From an optimization exercise on the open Yosys and OpenROAD flow, aimed at small area, a short achievable clock period and few clock cycles per item; shortcuts taken in it are not production practice. RTL that was checked went through simulation tests only; none was proved equivalent to the original. The RTL of run 2 was laid out without a check of its function. No activity file was given, so power comes from the tool's default toggle rates.

$ cat flow/design.v
package fusion_pkg;
  typedef enum logic [1:0] {
    MODE_TRUNC    = 2'd0,
    MODE_ROUND    = 2'd1,
    MODE_PASS_NEW = 2'd2,
    MODE_PASS_OLD = 2'd3
  } mode_e;
  function automatic int beats_per_frame(input int image_dim, input int pixels_per_beat);
    beats_per_frame = (image_dim * image_dim) / pixels_per_beat;
  endfunction
  function automatic int cnt_width(input int n);
    cnt_width = (n > 1) ? $clog2(n) : 1;
  endfunction
endpackage
module fusion_lane
#(
  parameter int PIX_W = 8,
  parameter int WGT_W = 8
) (
  input  logic             clk,
  input  logic             rst,
  input  logic             en,
  input  fusion_pkg::mode_e mode_s2,
  input  logic [PIX_W-1:0] x_in,
  input  logic [PIX_W-1:0] y_in,
  input  logic [WGT_W-1:0] d_in,
  output logic [PIX_W-1:0] fused
);
  localparam int PROD_W = PIX_W + WGT_W;
  localparam int SUM_W  = PROD_W + 1;
  localparam logic [SUM_W-1:0] PIX_MAX = SUM_W'((1 << PIX_W) - 1);
  logic [PIX_W-1:0]  x1_q, x1_d, y1_q, y1_d;
  logic [WGT_W-1:0]  d1_q, d1_d;
  logic [PROD_W-1:0] px2_q, px2_d, py2_q, py2_d;
  logic [PIX_W-1:0]  x2_q, x2_d, y2_q, y2_d;
  logic [PIX_W-1:0]  res3_q, res3_d;
  logic [WGT_W-1:0]  dbar;
  logic [SUM_W-1:0]  rnd, sum, shifted;
  logic [PIX_W-1:0]  blend, res;
  always_comb begin
    dbar    = ~d1_q;
    rnd     = (mode_s2 == fusion_pkg::MODE_ROUND) ? (SUM_W'(1) << (WGT_W - 1)) : '0;
    sum     = SUM_W'(px2_q) + SUM_W'(py2_q) + rnd;
    shifted = sum >> WGT_W;
    blend   = (shifted > PIX_MAX) ? PIX_MAX[PIX_W-1:0] : shifted[PIX_W-1:0];
    case (mode_s2)
      fusion_pkg::MODE_PASS_NEW: res = y2_q;
      fusion_pkg::MODE_PASS_OLD: res = x2_q;
      default:       res = blend;
    endcase
    x1_d   = x1_q;
    y1_d   = y1_q;
    d1_d   = d1_q;
    px2_d  = px2_q;
    py2_d  = py2_q;
    x2_d   = x2_q;
    y2_d   = y2_q;
    res3_d = res3_q;
    if (en) begin
      x1_d   = x_in;
      y1_d   = y_in;
      d1_d   = d_in;
      px2_d  = PROD_W'(x1_q) * PROD_W'(dbar);
      py2_d  = PROD_W'(y1_q) * PROD_W'(d1_q);
      x2_d   = x1_q;
      y2_d   = y1_q;
      res3_d = res;
    end
  end
  always_ff @(posedge clk) begin
    if (rst) begin
      x1_q   <= '0;
      y1_q   <= '0;
      d1_q   <= '0;
      px2_q  <= '0;
      py2_q  <= '0;
      x2_q   <= '0;
      y2_q   <= '0;
      res3_q <= '0;
    end else begin
      x1_q   <= x1_d;
      y1_q   <= y1_d;
      d1_q   <= d1_d;
      px2_q  <= px2_d;
      py2_q  <= py2_d;
      x2_q   <= x2_d;
      y2_q   <= y2_d;
      res3_q <= res3_d;
    end
  end
  assign fused = res3_q;
endmodule
module fusion_blend_v2
#(
  parameter int PIXELS_PER_BEAT = 16,
  parameter int PIX_W           = 8,
  parameter int WGT_W           = 8,
  parameter int IMAGE_DIM       = 512
) (
  input  logic                             clk,
  input  logic                             rst,
  input  logic [1:0]                       mode,
  input  logic                             in_valid,
  output logic                             in_ready,
  input  logic [PIX_W*PIXELS_PER_BEAT-1:0] old_frame,
  input  logic [PIX_W*PIXELS_PER_BEAT-1:0] new_frame,
  input  logic [WGT_W*PIXELS_PER_BEAT-1:0] weight,
  output logic                             out_valid,
  input  logic                             out_ready,
  output logic [PIX_W*PIXELS_PER_BEAT-1:0] fused_frame,
  output logic                             out_last,
  output logic                             frame_done
);
  localparam int BPF   = fusion_pkg::beats_per_frame(IMAGE_DIM, PIXELS_PER_BEAT);
  localparam int CNT_W = fusion_pkg::cnt_width(BPF);
  localparam logic [CNT_W-1:0] LAST_IDX = CNT_W'(BPF - 1);
  logic             en, acc, out_hs, first_beat;
  fusion_pkg::mode_e            mode_in, mode_eff;
  logic             v1_q, v1_d, v2_q, v2_d, v3_q, v3_d;
  fusion_pkg::mode_e            mode1_q, mode1_d, mode2_q, mode2_d, mode_lat_q, mode_lat_d;
  logic [CNT_W-1:0] in_cnt_q, in_cnt_d, out_cnt_q, out_cnt_d;
  logic             done_q, done_d;
  logic [PIX_W*PIXELS_PER_BEAT-1:0] fused_w;
  assign en     = !v3_q || out_ready;
  assign acc    = in_valid && en;
  assign out_hs = v3_q && out_ready;
  always_comb begin
    mode_in    = fusion_pkg::mode_e'(mode);
    first_beat = (in_cnt_q == '0);
    mode_eff   = first_beat ? mode_in : mode_lat_q;
    v1_d       = v1_q;
    v2_d       = v2_q;
    v3_d       = v3_q;
    mode1_d    = mode1_q;
    mode2_d    = mode2_q;
    mode_lat_d = mode_lat_q;
    in_cnt_d   = in_cnt_q;
    out_cnt_d  = out_cnt_q;
    done_d     = out_hs && (out_cnt_q == LAST_IDX);
    if (en) begin
      v1_d    = in_valid;
      v2_d    = v1_q;
      v3_d    = v2_q;
      mode1_d = mode_eff;
      mode2_d = mode1_q;
    end
    if (acc) begin
      in_cnt_d = (in_cnt_q == LAST_IDX) ? '0 : in_cnt_q + CNT_W'(1);
      if (first_beat) mode_lat_d = mode_in;
    end
    if (out_hs) begin
      out_cnt_d = (out_cnt_q == LAST_IDX) ? '0 : out_cnt_q + CNT_W'(1);
    end
  end
  always_ff @(posedge clk) begin
    if (rst) begin
      v1_q       <= 1'b0;
      v2_q       <= 1'b0;
      v3_q       <= 1'b0;
      mode1_q    <= fusion_pkg::MODE_TRUNC;
      mode2_q    <= fusion_pkg::MODE_TRUNC;
      mode_lat_q <= fusion_pkg::MODE_TRUNC;
      in_cnt_q   <= '0;
      out_cnt_q  <= '0;
      done_q     <= 1'b0;
    end else begin
      v1_q       <= v1_d;
      v2_q       <= v2_d;
      v3_q       <= v3_d;
      mode1_q    <= mode1_d;
      mode2_q    <= mode2_d;
      mode_lat_q <= mode_lat_d;
      in_cnt_q   <= in_cnt_d;
      out_cnt_q  <= out_cnt_d;
      done_q     <= done_d;
    end
  end
  for (genvar i = 0; i < PIXELS_PER_BEAT; i++) begin : g_lane
    fusion_lane #(
      .PIX_W (PIX_W),
      .WGT_W (WGT_W)
    ) u_lane (
      .clk     (clk),
      .rst     (rst),
      .en      (en),
      .mode_s2 (mode2_q),
      .x_in    (old_frame[i*PIX_W +: PIX_W]),
      .y_in    (new_frame[i*PIX_W +: PIX_W]),
      .d_in    (weight[i*WGT_W +: WGT_W]),
      .fused   (fused_w[i*PIX_W +: PIX_W])
    );
  end
  assign in_ready    = en;
  assign out_valid   = v3_q;
  assign out_last    = v3_q && (out_cnt_q == LAST_IDX);
  assign frame_done  = done_q;
  assign fused_frame = fused_w;
endmodule
$ cat flow/run.sh
#!/bin/bash
# synth_recipe.tcl (not shown) runs the flow's synth.tcl, then flattens the netlist and writes it again
# the make line also repeats each setting of config.mk as NAME=value (left out here)
make -C /OpenROAD-flow-scripts/flow DESIGN_CONFIG=/design/flow/config.mk WORK_HOME=/design/flow/orfs CLKGATE_MAP_FILE= SYNTH_SCRIPT=/design/flow/synth_recipe.tcl finish
$ cat flow/config.mk
export PLATFORM = sky130hd
export DESIGN_NAME = fusion_blend_v2
export DESIGN_NICKNAME = fusion_blend_v2
export VERILOG_FILES = /design/flow/design.v
export SDC_FILE = /design/flow/constraint.sdc
export NUM_CORES = 4
export LEC_CHECK = 0
export CAP_MARGIN = 20
export CORE_MARGIN = 2
export CORE_UTILIZATION = 40
export SLEW_MARGIN = 20
$ cat flow/constraint.sdc
create_clock -name core_clock -period 5.5 [get_ports {clk}]
set_input_delay 1.1000 -clock core_clock [delete_from_list [all_inputs] [get_ports {clk}]]
set_output_delay 1.1000 -clock core_clock [all_outputs]
set_load 0.01 [all_outputs]
==> out/results.tsv, run 1 <==
metric	value	unit
number of H-tree levels	4	
post-synthesis net count	17900	
sw frac	37.1	%
drt first-iter violations	5262	
met2 Use GR	35.3	%
post-DP HPWL	250	mm
drt pass-1 iters	5	
Clk pwr share	30.0	%
Inserted Clock Buffers	172	
post-synth top area cell	dfxtp_1	
sw power	0.0144	W
final setup fails	0	
Placer Congestion	0.842	
setup total negative slack	0	ps
Buffers on Ports	521	
part of the power in registers	31.3	%
Pins Over Slew Limit	0	
Clock transition at path regs	60	ps
Comb power frac	38.7	%
Antenna Nets Post-Route	0	
crit-path max FO	17	
Arr. time, crit path	5550	ps
synth warn	2	
unrepaired setup endpoints after global routing	no	
post-route minimum period	4810	ps
standard-cell row count	204	
Seq cells post-synth	1318	
filler-free cell count of the finished design	19100	
initial antenna violation count	31	
Distinct cells, synth	81	
EDFF count, synth	0	
CP Capture Type	flop	
Reg2Reg Setup Slack	690	ps
synthesized area per cell	8.41	µm²
Util after Layout	45.0	%
sequential share of the synthesized area	21.3	%
CTS sink cnt	1318	
largest net degree at the start of global routing	200	
Die Height	561	µm
MaxCap Viol Count	0	
Die W	561	µm
Initial Util	40.2	%
grt met3 use	2.45	%
Critical Path Slowest Stage Cell	dfxtp_1	
Synth top area share	21.3	%
Most Crowded Layer GR	met2	
Post-Place Cells	18800	
worst vdd ir	0.000215	V
vias per inst	5.10	
Synth top cells by count	nand2_1, inv_1, ha_1	
period utilisation layout	87.4	%
M1 GR Usage	30.1	%
Final Hold Fails	0	
critical path cell sequence	nor2b_1 -> fa_1 -> inv_1 -> fa_1 -> inv_1 -> fa_1 -> inv_1 -> fa_1 -> inv_1 -> ha_1 -> a21boi_0 -> o211ai_1 -> a21boi_0 -> nor3_1 -> or3_1 -> a21oi_1	
total congestion overflow	0	
worst-margin pin slew	1150	ps
DR vias	97400	
Async SR Flop Fraction	0	%
first-pass GRT wire length	545	mm
Final Total Pwr	0.0389	W
worst skew pair latency	860	ps
drc violations	0	
synth-to-layout area growth	12.0	%
CP required	6240	ps
Primary FF master, synth	dfxtp_1	
die area	314000	µm²
WP buf/inv	4	
outcome	no timing/DRC/antenna violations	
CTS tree	built	
Slew headroom	23.1	%
core box area	309000	µm²
post-cts hold buffer count	0	
cell area after synthesis	124000	µm²
CTS resizes	0	
Fin Clk Skew	52.0	ps
root buffer cell	clkbuf_16	
CTS max path bufs	4	
Post-CTS Setup Inserts	0	
routed len/inst	17.7	µm
vias in the first global route	97100	
Pint	0.0245	W
CP top delay family	adder cells	
final WL	338	mm
Cells after Synth	14700	
Crit Path Class	flop to flop	
count leader, synth	nand2_1	
ranking of synthesized cells by area	dfxtp_1, fa_1, ha_1	
Hold Path Class	flop to flop	
Lkg Pwr	67.3	nW
Boundary Pins	522	
crit-path max cell delay	750	ps
fmax	0.208	GHz
Critical Path Start Type	flop	
Cell Pwr Density	280	nW/µm²
share of layout cells above drive strength 1	3.63	%
Nets	18000	
gr usage total	21.5	%
## cells in the final DEF, fill, tap and decap left out, types with 297 or more instances in the layout
cell type,Yosys,final
ha_1,1619,1619
clkdlybuf4s50_1,0,520
o21ai_0,389,389
nand2_1,2292,2290
dfxtp_1,1318,1316
fa_1,1152,1152
nor2b_1,967,965
inv_1,1665,1663
and2_1,878,877
nor2_1,300,297
a21oi_1,1353,1353
## layout make-up
class                   count  area (µm²)
fillers                 30600      170000
multi-input cells       11000       88600
flip-flops and latches   1318       26400
repair buffers            674        6630
inverters                1665        6260
well taps                4120        5150
clock buffers             236        4930
clock inverters            69         822
diodes                      6        15.0
## cells by family after synthesis
group | Yosys count | share of synthesized area, %
adder cells (fa/ha/maj) | 2771 | 34.9
AND/OR/NAND/NOR | 5265 | 21.1
buffers and inverters | 2407 | 7.31
flip-flops | 1318 | 21.3
multiplexers | 139 | 1.17
AO/OA/AOI/OAI | 2460 | 11.6
XOR/XNOR | 377 | 2.67
## worst min-delay path, delay by kind of cell (launching register included)
kind	cells	cell delay, ps
DFF	1	310
and+or+nand+nor	2	100
## per-layer routing
metal	vias up	part of all wire (%)
met5	-	0.020
li1	48000	-
met2	1768	46
met1	47300	47
met3	359	4.7
met4	10	2.2
## metrics by stage
step | instance area (µm²) | hold WS [ps] | setup slack, ps
floorplan | 124000 | 428 | 1120
global placement | 133000 | 435 | 744
detailed placement | 133000 | 436 | 712
CTS | 139000 | 445 | 689
global route | 139000 | 458 | 320
finish | 139000 | 445 | 693
## power groups by stage
| stage | clock network [W] | logic (W) | registers [W] |
|---|---|---|---|
| floorplan | 0 | 0.0109 | 0.0117 |
| global placement | 0 | 0.0150 | 0.0124 |
| detailed placement | 0 | 0.0150 | 0.0124 |
| CTS | 0.0120 | 0.0152 | 0.0122 |
| global route | 0.0123 | 0.0172 | 0.0123 |
| finish | 0.0117 | 0.0150 | 0.0122 |
## worst paths after layout
kind                         startpoint                          end  cells after the start
min          g_lane[8].u_lane.res3_q[3]   g_lane[8].u_lane.res3_q[3]                      2
max reg2reg   g_lane[11].u_lane.d1_q[2]  g_lane[11].u_lane.px2_q[11]                     16
max           g_lane[11].u_lane.d1_q[2]  g_lane[11].u_lane.px2_q[11]                     16
min reg2reg  g_lane[8].u_lane.res3_q[3]   g_lane[8].u_lane.res3_q[3]                      2
## flip-flops by register name, indices dropped and copies added (netlist names), 14 cells and up
name / cells
g_lane.u_lane.d1_q: 128
g_lane.u_lane.y1_q: 128
g_lane.u_lane.res3_q: 128
in_cnt_q: 14
g_lane.u_lane.y2_q: 128
g_lane.u_lane.x2_q: 128
g_lane.u_lane.x1_q: 128
g_lane.u_lane.px2_q: 256
out_cnt_q: 14
g_lane.u_lane.py2_q: 256
Testbench counts, summed over its fixed seeds: cycles 65,548, items 65,536.
==> run 2: changes to the inputs <==
==> flow/design.v (replaced) <==
package fusion_pkg;
  typedef enum logic [1:0] {
    MODE_TRUNC    = 2'd0,
    MODE_ROUND    = 2'd1,
    MODE_PASS_NEW = 2'd2,
    MODE_PASS_OLD = 2'd3
  } mode_e;
  function automatic int beats_per_frame(input int image_dim, input int pixels_per_beat);
    beats_per_frame = (image_dim * image_dim) / pixels_per_beat;
  endfunction
  function automatic int cnt_width(input int n);
    cnt_width = (n > 1) ? $clog2(n) : 1;
  endfunction
endpackage
module fusion_lane
#(
  parameter int PIX_W = 8,
  parameter int WGT_W = 8
) (
  input  fusion_pkg::mode_e mode,
  input  logic [PIX_W-1:0] x_in,
  input  logic [PIX_W-1:0] y_in,
  input  logic [WGT_W-1:0] d_in,
  output logic [PIX_W-1:0] fused
);
  localparam int SUM_W = PIX_W + WGT_W;
  logic [SUM_W-1:0] sum;
  always_comb begin
    sum = (mode == fusion_pkg::MODE_ROUND) ? (SUM_W'(1) << (WGT_W - 1)) : '0;
    for (int j = 0; j < WGT_W; j++)
      sum = sum + (SUM_W'(d_in[j] ? y_in : x_in) << j);
    case (mode)
      fusion_pkg::MODE_PASS_NEW: fused = y_in;
      fusion_pkg::MODE_PASS_OLD: fused = x_in;
      default:                   fused = sum[SUM_W-1:WGT_W];
    endcase
  end
endmodule
module fusion_blend_v2
#(
  parameter int PIXELS_PER_BEAT = 16,
  parameter int PIX_W           = 8,
  parameter int WGT_W           = 8,
  parameter int IMAGE_DIM       = 512
) (
  input  logic                             clk,
  input  logic                             rst,
  input  logic [1:0]                       mode,
  input  logic                             in_valid,
  output logic                             in_ready,
  input  logic [PIX_W*PIXELS_PER_BEAT-1:0] old_frame,
  input  logic [PIX_W*PIXELS_PER_BEAT-1:0] new_frame,
  input  logic [WGT_W*PIXELS_PER_BEAT-1:0] weight,
  output logic                             out_valid,
  input  logic                             out_ready,
  output logic [PIX_W*PIXELS_PER_BEAT-1:0] fused_frame,
  output logic                             out_last,
  output logic                             frame_done
);
  localparam int BPF   = fusion_pkg::beats_per_frame(IMAGE_DIM, PIXELS_PER_BEAT);
  localparam int CNT_W = fusion_pkg::cnt_width(BPF);
  localparam logic [CNT_W-1:0] LAST_IDX = CNT_W'(BPF - 1);
  logic             en, acc, out_hs, first_beat, is_last;
  fusion_pkg::mode_e mode_eff, mode_lat_q;
  logic             v_q, last_q, done_q;
  logic [CNT_W-1:0] cnt_q;
  logic [PIX_W*PIXELS_PER_BEAT-1:0] fused_w, res_q;
  assign en     = !v_q || out_ready;
  assign acc    = in_valid && en;
  assign out_hs = v_q && out_ready;
  assign first_beat = (cnt_q == '0);
  assign is_last    = (cnt_q == LAST_IDX);
  assign mode_eff   = first_beat ? fusion_pkg::mode_e'(mode) : mode_lat_q;
  always_ff @(posedge clk) begin
    if (rst) begin
      v_q        <= 1'b0;
      mode_lat_q <= fusion_pkg::MODE_TRUNC;
      cnt_q      <= '0;
      done_q     <= 1'b0;
    end else begin
      if (en) v_q <= in_valid;
      if (acc) begin
        cnt_q <= is_last ? '0 : cnt_q + CNT_W'(1);
        if (first_beat) mode_lat_q <= fusion_pkg::mode_e'(mode);
      end
      done_q <= out_hs && last_q;
    end
  end
  always_ff @(posedge clk) begin
    if (en) begin
      res_q  <= fused_w;
      last_q <= is_last;
    end
  end
  for (genvar i = 0; i < PIXELS_PER_BEAT; i++) begin : g_lane
    fusion_lane #(
      .PIX_W (PIX_W),
      .WGT_W (WGT_W)
    ) u_lane (
      .mode  (mode_eff),
      .x_in  (old_frame[i*PIX_W +: PIX_W]),
      .y_in  (new_frame[i*PIX_W +: PIX_W]),
      .d_in  (weight[i*WGT_W +: WGT_W]),
      .fused (fused_w[i*PIX_W +: PIX_W])
    );
  end
  assign in_ready    = en;
  assign out_valid   = v_q;
  assign out_last    = last_q;
  assign frame_done  = done_q;
  assign fused_frame = res_q;
endmodule
==> out/results.tsv, run 2 <==
metric	value	unit	change
Crit Path Class	flop to flop		unchanged
Slew headroom	29.5	%	was 23.1%
share of layout cells above drive strength 1	29.1	%	was 3.63%
largest family of logic cells by synthesized area	adder cells		unchanged
post-synthesis net count	5760		was 17900
Boundary Pins	522		unchanged
Most Frequent Cell on Critical Path	fa_2		
Critical Path Slowest Stage Cell	fa_2		was dfxtp_1
vias in the first global route	37800		was 97100
largest net degree at the start of global routing	95		was 200
Reg2Reg Setup Slack	-120	ps	was 690 ps
Util after Layout	53.0	%	was 45.0%
SO Viols	setup timing		
Synth top cells by count	inv_1, mux2i_1, fa_1		was nand2_1, inv_1, ha_1
Placer Congestion	0.894		was 0.842
Final Hold Fails	0		unchanged
post-synth top area cell	fa_1		was dfxtp_1
period utilisation layout	102	%	was 87.4%
worst vdd ir	0.000353	V	was 0.000215 V
Seq cells post-synth	147		was 1318
unrepaired setup endpoints after global routing	yes		was no
Pins Over Slew Limit	0		unchanged
CP Capture Type	flop		unchanged
Synth top area share	27.2	%	was 21.3%
Worst Hold Slack	539	ps	was 445 ps
sw power	0.0142	W	was 0.0144 W
reg2reg end	res_q[117]		was g_lane[11].u_lane.px2_q[11]
crit-path max cell delay	540	ps	was 750 ps
vias per inst	5.19		was 5.10
sequential share of the synthesized area	9.65	%	was 21.3%
drt pass-1 iters	5		unchanged
critical path cell sequence	inv_2 -> ha_4 -> nor3b_4 -> and4_4 -> mux2i_4 -> nand2b_4 -> inv_12 -> buf_6 -> ha_4 -> inv_2 -> fa_2 -> fa_2 -> fa_2 -> inv_2 -> fa_2 -> ha_4 -> nand3_2 -> or4_4 -> and3_4 -> o31ai_4 -> xnor2_1 -> a21oi_1		was nor2b_1 -> fa_1 -> inv_1 -> fa_1 -> inv_1 -> fa_1 -> inv_1 -> fa_1 -> inv_1 -> ha_1 -> a21boi_0 -> o211ai_1 -> a21boi_0 -> nor3_1 -> or3_1 -> a21oi_1
Final Total Pwr	0.0304	W	was 0.0389 W
first-pass GRT wire length	210	mm	was 545 mm
post-route minimum period	5620	ps	was 4810 ps
drc violations	0		unchanged
Clk pwr share	4.4	%	was 30.0%
Lkg Pwr	27.5	nW	was 67.3 nW
post-synthesis compound-gate area fraction	7.70	%	was 11.6%
Cell Pwr Density	526	nW/µm²	was 280 nW/µm²
EDFF count, synth	129		was 0
Inserted Clock Buffers	17		was 172
CP startpoint	cnt_q[0]		was g_lane[11].u_lane.d1_q[2]
Hold Path Class	flop to flop		unchanged
Distinct cells, synth	81		unchanged
fmax	0.178	GHz	was 0.208 GHz
post-synthesis xor/xnor area fraction	1.44	%	was 2.67%
post-synthesis mux area share	26.6	%	was 1.17%
count leader, synth	inv_1		was nand2_1
standard-cell row count	121		was 204
Initial Util	40.3	%	was 40.2%
worst-margin pin slew	1060	ps	was 1150 ps
CTS tree	built		unchanged
crit path capture	res_q[117]		was g_lane[11].u_lane.px2_q[11]
CP required	5750	ps	was 6240 ps
Antenna Nets Post-Route	0		unchanged
Critical Path Start Type	flop		unchanged
setup ws final	-117	ps	was 693 ps
post-cts hold buffer count	0		unchanged
Buffers on Ports	521		unchanged
Cells after Synth	4345		was 14700
post-DP HPWL	111	mm	was 250 mm
CTS max path bufs	2		was 4
Async SR Flop Fraction	0	%	unchanged
final setup fails	10		was 0
part of the power in registers	8.4	%	was 31.3%
drt first-iter violations	1691		was 5262
Comb power frac	87.1	%	was 38.7%
Arr. time, crit path	5870	ps	was 5550 ps
synth-to-layout area growth	31.4	%	was 12.0%
synthesized area per cell	10.1	µm²	was 8.41 µm²
Fin Clk Skew	9.75	ps	was 52.0 ps
post-synthesis simple-gate area fraction	5.14	%	was 21.1%
core box area	109000	µm²	was 309000 µm²
Die W	335	µm	was 561 µm
gr usage total	23.7	%	was 21.5%
routed len/inst	19.6	µm	was 17.7 µm
initial antenna violation count	25		was 31
FF-to-FF Start	cnt_q[0]		was g_lane[11].u_lane.d1_q[2]
Primary FF master, synth	edfxtp_1		was dfxtp_1
outcome	failed layout checks		was no timing/DRC/antenna violations
die area	112000	µm²	was 314000 µm²
CTS sink cnt	147		was 1318
total congestion overflow	0		unchanged
final WL	133	mm	was 338 mm
crit-path max FO	7		was 17
worst skew pair latency	510	ps	was 860 ps
Clock transition at path regs	80	ps	was 60 ps
number of H-tree levels	4		unchanged
sw frac	46.8	%	was 37.1%
DR vias	35300		was 97400
Die Height	335	µm	was 561 µm
Reg with most FFs	res_q		
FF-to-FF path depth	22		was 16
synth warn	2		unchanged
root buffer cell	clkbuf_16		unchanged
Pint	0.0162	W	was 0.0245 W
most common cell after layout, fill and taps aside	buf_4		was nand2_1
MaxCap Viol Count	0		unchanged
ranking of synthesized cells by area	fa_1, mux2i_1, ha_1		was dfxtp_1, fa_1, ha_1
post-synthesis adder-cell area fraction	39.4	%	was 34.9%
Nets	6774		was 18000
cell area after synthesis	43900	µm²	was 124000 µm²
top flop regs	res_q x128, cnt_q x14, mode_lat_q x2		was g_lane.u_lane.px2_q x256, g_lane.u_lane.py2_q x256
number of flip-flops in the largest register	128		
commonest non-fill, non-tap cells in the layout	buf_4, inv_1, mux2i_1		was nand2_1, inv_1, ha_1
-- run 2: critical path, delay by kind of cell, from the launching register on --
family                   cells  cell delay (ps)
adder cells (fa/ha/maj)      7             2600
flip-flops                   1              330
XOR/XNOR                     1              140
buffers and inverters        5              330
AND/OR/NAND/NOR              6             1390
AO/OA/AOI/OAI                2              300
multiplexers                 1              250
-- run 2: cell families after synthesis --
| kind of cell | after synthesis |
|---|---|
| simple gates | 441 |
| mux | 1101 |
| fa+ha+maj | 1025 |
| flops | 147 |
| xor+xnor | 72 |
| compound gates | 473 |
| buf+inv | 1086 |
-- run 2: layout make-up --
type,instances,area [µm²]
Inverter,697,2630
Timing Repair Buffer,1384,12000
Multi-Input combinational cell,3112,36400
Clock inverter,12,129
Antenna cell,6,15.0
Tap cell,1414,1770
Fill cell,9750,51200
Clock buffer,20,489
Sequential cell,147,4240
-- run 2: repair_timing --
action,4_1_cts,5_1_grt
pin swaps,26,86
gates resized for setup,67,184
gates cloned,0,0
setup buffers,3,11
endpoints found under the setup margin,94,103
-- run 2: power groups by stage --
stage	combinational (W)	sequential [W]	clock [W]
finish	0.0265	0.00256	0.00135
global route	0.0296	0.00259	0.00144
CTS	0.0247	0.00256	0.00140
detailed placement	0.0238	0.00257	0
global placement	0.0235	0.00259	0
floorplan	0.0147	0.00264	0
-- run 2: worst min-delay path by stage --
stage / slack [ps] / start / to / depth (start not counted)
after floorplan: 490 / cnt_q[6] / cnt_q[6] / 2
after global placement: 520 / cnt_q[6] / cnt_q[6] / 2
after detailed placement: 520 / last_q / done_q / 1
after CTS: 540 / cnt_q[6] / cnt_q[6] / 2
after global routing: 570 / last_q / done_q / 1
final: 540 / last_q / done_q / 1
-- run 2: through the flow --
step | cells | area [µm²] | TNS (ps) | worst slack, ps
after global routing | 6787 | 57700 | -9630 | -257
after detailed placement | 6745 | 55800 | -55460 | -704
after floorplan | 4345 | 44000 | -54.8 | -26.8
after global placement | 6745 | 55800 | -49560 | -632
final | 6792 | 57700 | -510 | -117
after CTS | 6780 | 56800 | -429 | -88.9
-- run 2: layer usage --
metal | track usage (%) | part of all wire (%)
met5 | 0 | 0.15
met2 | 38.8 | 47
met4 | 5.95 | 2.2
met3 | 4.11 | 5.5
met1 | 32.5 | 46

[re-timing with driven ports]
The results above use ideal ports. As a check the final layouts listed here were re-extracted and re-timed, cells and wires unchanged.
Step 1, drivers: a clkbuf_16 drives clk and a buf_2 each remaining input, both assumed.
Step 2 adds t to the input delays and takes it off the output delays; t is the mean of the earliest and latest rising clock arrival at the registers after step 1. Input paths then give back, and output paths get back, about the clock's delay inside the block.
a / b / c = no drivers / after step 1 / after step 2; a / b = the first two.
run	t, ns	setup WS [ns]	hold WS [ns]	worst data-port slew with drivers (ns)
run 1	0.934	0.693 / 0.693 / 0.693	0.445 / 0.445 / 0.445	0.16
run 2	0.577	-0.117 / -0.117 / -0.602	0.539 / 0.539 / 0.539	0.19
For run 2, which loses most, drivers alone change the setup slack by 0.000 ns; drivers and shift together by -0.485 ns.
